What follows belongs to an exercise in optimizing a design on an open flow for small area, a short achievable clock period and few clock cycles per item; a production flow would make more cautious choices. Where RTL was checked, it was by simulation tests only, not by an equivalence proof against the original.

// teleop_drive_and_gimbal_command_unit
module teleop_drive_and_gimbal_command_unit
(
    input  logic        i_clk,
    input  logic        i_rst_n,
    input  logic [39:0] s_axis_tdata,
    input  logic        s_axis_tvalid,
    output logic        s_axis_tready,
    output logic [87:0] m_axis_tdata,
    output logic        m_axis_tvalid,
    input  logic        m_axis_tready,
    input  logic        i_cfg_we,
    input  logic [2:0]  i_cfg_idx,
    input  logic [19:0] i_cfg_data
);
clock: 8.0 ns
lec_check: 0
abc_clock_period_in_ps: 4500
cap_margin: 20
core_margin: 2
core_utilization: 40
place_density: 0.6
setup_slack_margin: 3.0
slew_margin: 20
run.sh (not shown) runs the stock make flow with config.mk's settings and CLKGATE_MAP_FILE= SYNTH_SCRIPT=/design/flow/synth_recipe.tcl, a recipe that flattens the netlist after the stock synthesis.
Next try:
ABC_CLOCK_PERIOD_IN_PS = unset   (was 4500)
After rerunning:
- The new run passed the timing, design-rule and antenna checks
- first-iteration DRC count stays the same
- wire length is unchanged
- synthesized area is unchanged
- via count is unchanged
- cell area is unchanged
- clock-buffer cell count does not change
- non-clock buffer count does not change
- register-to-register slack hardly moves
No functional check of the RTL was part of any run of this note.

========
Setup of old:
Another version of the RTL of teleop_drive_and_gimbal_command_unit (not shown whole).
Size in the first run: about 3800 cells after synthesis, roughly 430 flip-flops, about 160 I/O pins, about 33000 µm² of cells after synthesis.
make LEC_CHECK=0 ABC_AREA=1 CAP_MARGIN=20 CORE_MARGIN=2 CORE_UTILIZATION=55 PLACE_DENSITY=0.72 SETUP_SLACK_MARGIN=3.0 SLEW_MARGIN=20 finish   # period 8.0 ns
#### Input delta (new over old)
Settings: ABC_AREA: 1 -> unset; PLACE_DENSITY: 0.72 -> 0.6; CORE_UTILIZATION: 55 -> 40.
Taking old as the reference point, the final setup slack of the worst path of new rises by 0.0072 ns. Of new and old, the run reporting the higher post-layout instance area was new. The number of vias per cell after detailed routing of new is lower than that of old. Looking at floorplan core area across new and old, the one that comes out higher is new. On initial core utilization: new sits below old. End of the critical path = s_axis_tready: old; end of the critical path = r_w3[21]$_DFFE_PN_: new. In the reports for new and old, the smaller post-synthesis share of cell area spent on xor and xnor gates belongs to old.
No functional check of the RTL was part of any run of this note.

========
Setup of run A:
teleop_drive_and_gimbal_command_unit, a different RTL version from the one above (not shown whole).
Size: about 3900 cells after synthesis, roughly 460 flip-flops, ~160 I/O pins, ~35000 um^2 of cells after synthesis.
export LEC_CHECK = 0
export ABC_AREA = 1
export CAP_MARGIN = 20
export CORE_MARGIN = 2
export CORE_UTILIZATION = 55
export PLACE_DENSITY = 0.72
export SETUP_SLACK_MARGIN = 4.5
export SLEW_MARGIN = 20
create_clock -name core_clock -period 8.0 [get_ports {i_clk}]
Testbench counts of run A, summed over its fixed seeds: cycles 2,440, items 2,400.
The following lists how run B was set up differently from run A:
Settings: SETUP_SLACK_MARGIN: 4.5 -> 4.0; CTS_BUF_LIST: unset -> sky130_fd_sc_hd__clkbuf_4 sky130_fd_sc_hd__clkbuf_8; CTS_CLUSTER_SIZE: unset -> 24.
==> results.txt <==
- Delta (run B minus run A): wire length down 8.6 mm, share of the final layout cell area in multi-input gates up 0.71 points, area added between synthesis and finish down 12 points, cell area down 4300 um^2.
- Run B: full flow OK, the timing, design-rule and antenna checks passed
- NOTE first-pass GRT wire length run A->run B decreased by a few percent
[inputs] run C vs run B
Settings: a change of SETUP_SLACK_MARGIN from 4.0 to 4.2; a change of CORE_UTILIZATION from 55 to 65; a deleted CTS_BUF_LIST that had been sky130_fd_sc_hd__clkbuf_4 sky130_fd_sc_hd__clkbuf_8; a change of PLACE_DENSITY from 0.72 to 0.8; a deleted CTS_CLUSTER_SIZE that had been 24.
### Flow results
- Worst-case reg-to-reg path depth: run C > run B
- Diff run C..run B | number of buffers added on ports | unchanged
- Run B -> run C: final cell area excluding filler cells increased by a few percent

========
teleop_drive_and_gimbal_command_unit again, from the RTL that the note above started with.
Settings: LEC_CHECK=0, ABC_AREA=1, CAP_MARGIN=20, CORE_MARGIN=2, CORE_UTILIZATION=55, PLACE_DENSITY=0.72, SETUP_SLACK_MARGIN=3.0, SLEW_MARGIN=20; clock period 8.0 ns.
The baseline passed the timing, design-rule and antenna checks.
Testbench counts at the start, summed over its fixed seeds: cycles 2,440, items 2,400.
Edit:
SETUP_SLACK_MARGIN = 4.0   (was 3.0)
=>
- The new run finished with timing, DRC and antenna clean
- via count came out higher by 1.8%
- setup slack gets better by 690 ps
- routed wire length rises by 1.5%
- first-iteration DRC count rose by 14%
- critical path depth goes up by 3
- non-clock buffer count goes up by 79
- fmax increases by 18%
- synthesized area is unchanged

[re-timing with driven ports]
The results above use ideal ports. As a check the final layouts listed here were re-extracted and re-timed, cells and wires unchanged.
Step 1: set_driving_cell puts a clkbuf_16 on i_clk and a buf_2 on each other input, an assumption about the parent block.
Step 2 also shifts input and output timing later by t, the mid clock arrival at the registers, as if the neighbouring blocks saw the same clock.
Three values: ideal ports, drivers, drivers and shift; two values: the first two.
run | shift t [ns] | setup slack, ns | hold WS [ns] | latest minus earliest clock arrival (ns)
the first run of note 1 | 0.655 | 2.732 / 2.732 / 2.732 | 0.416 / 0.416 / 0.416 | 0.039 / 0.039
the second run of note 1 | 0.655 | 2.732 / 2.732 / 2.732 | 0.416 / 0.416 / 0.416 | 0.039 / 0.039
old | 0.665 | 3.126 / 3.104 / 3.104 | 0.416 / 0.416 / 0.416 | 0.022 / 0.021
new | 0.664 | 3.133 / 3.133 / 3.107 | 0.395 / 0.395 / 0.395 | 0.050 / 0.050
run A | 0.677 | 4.315 / 4.315 / 3.993 | 0.415 / 0.415 / 0.415 | 0.047 / 0.047
run B | 0.740 | 3.982 / 3.982 / 3.833 | 0.413 / 0.413 / 0.413 | 0.047 / 0.047
run C | 0.681 | 4.189 / 4.189 / 3.729 | 0.387 / 0.387 / 0.387 | 0.050 / 0.050
the first run of note 4 | 0.681 | 3.353 / 3.353 / 3.287 | 0.418 / 0.418 / 0.418 | 0.047 / 0.047
the second run of note 4 | 0.682 | 4.046 / 4.046 / 3.798 | 0.418 / 0.418 / 0.418 | 0.046 / 0.045
After both steps every run listed still meets setup and hold. For run C, which loses most, drivers alone change the setup slack by 0.000 ns; drivers and shift together by -0.460 ns.
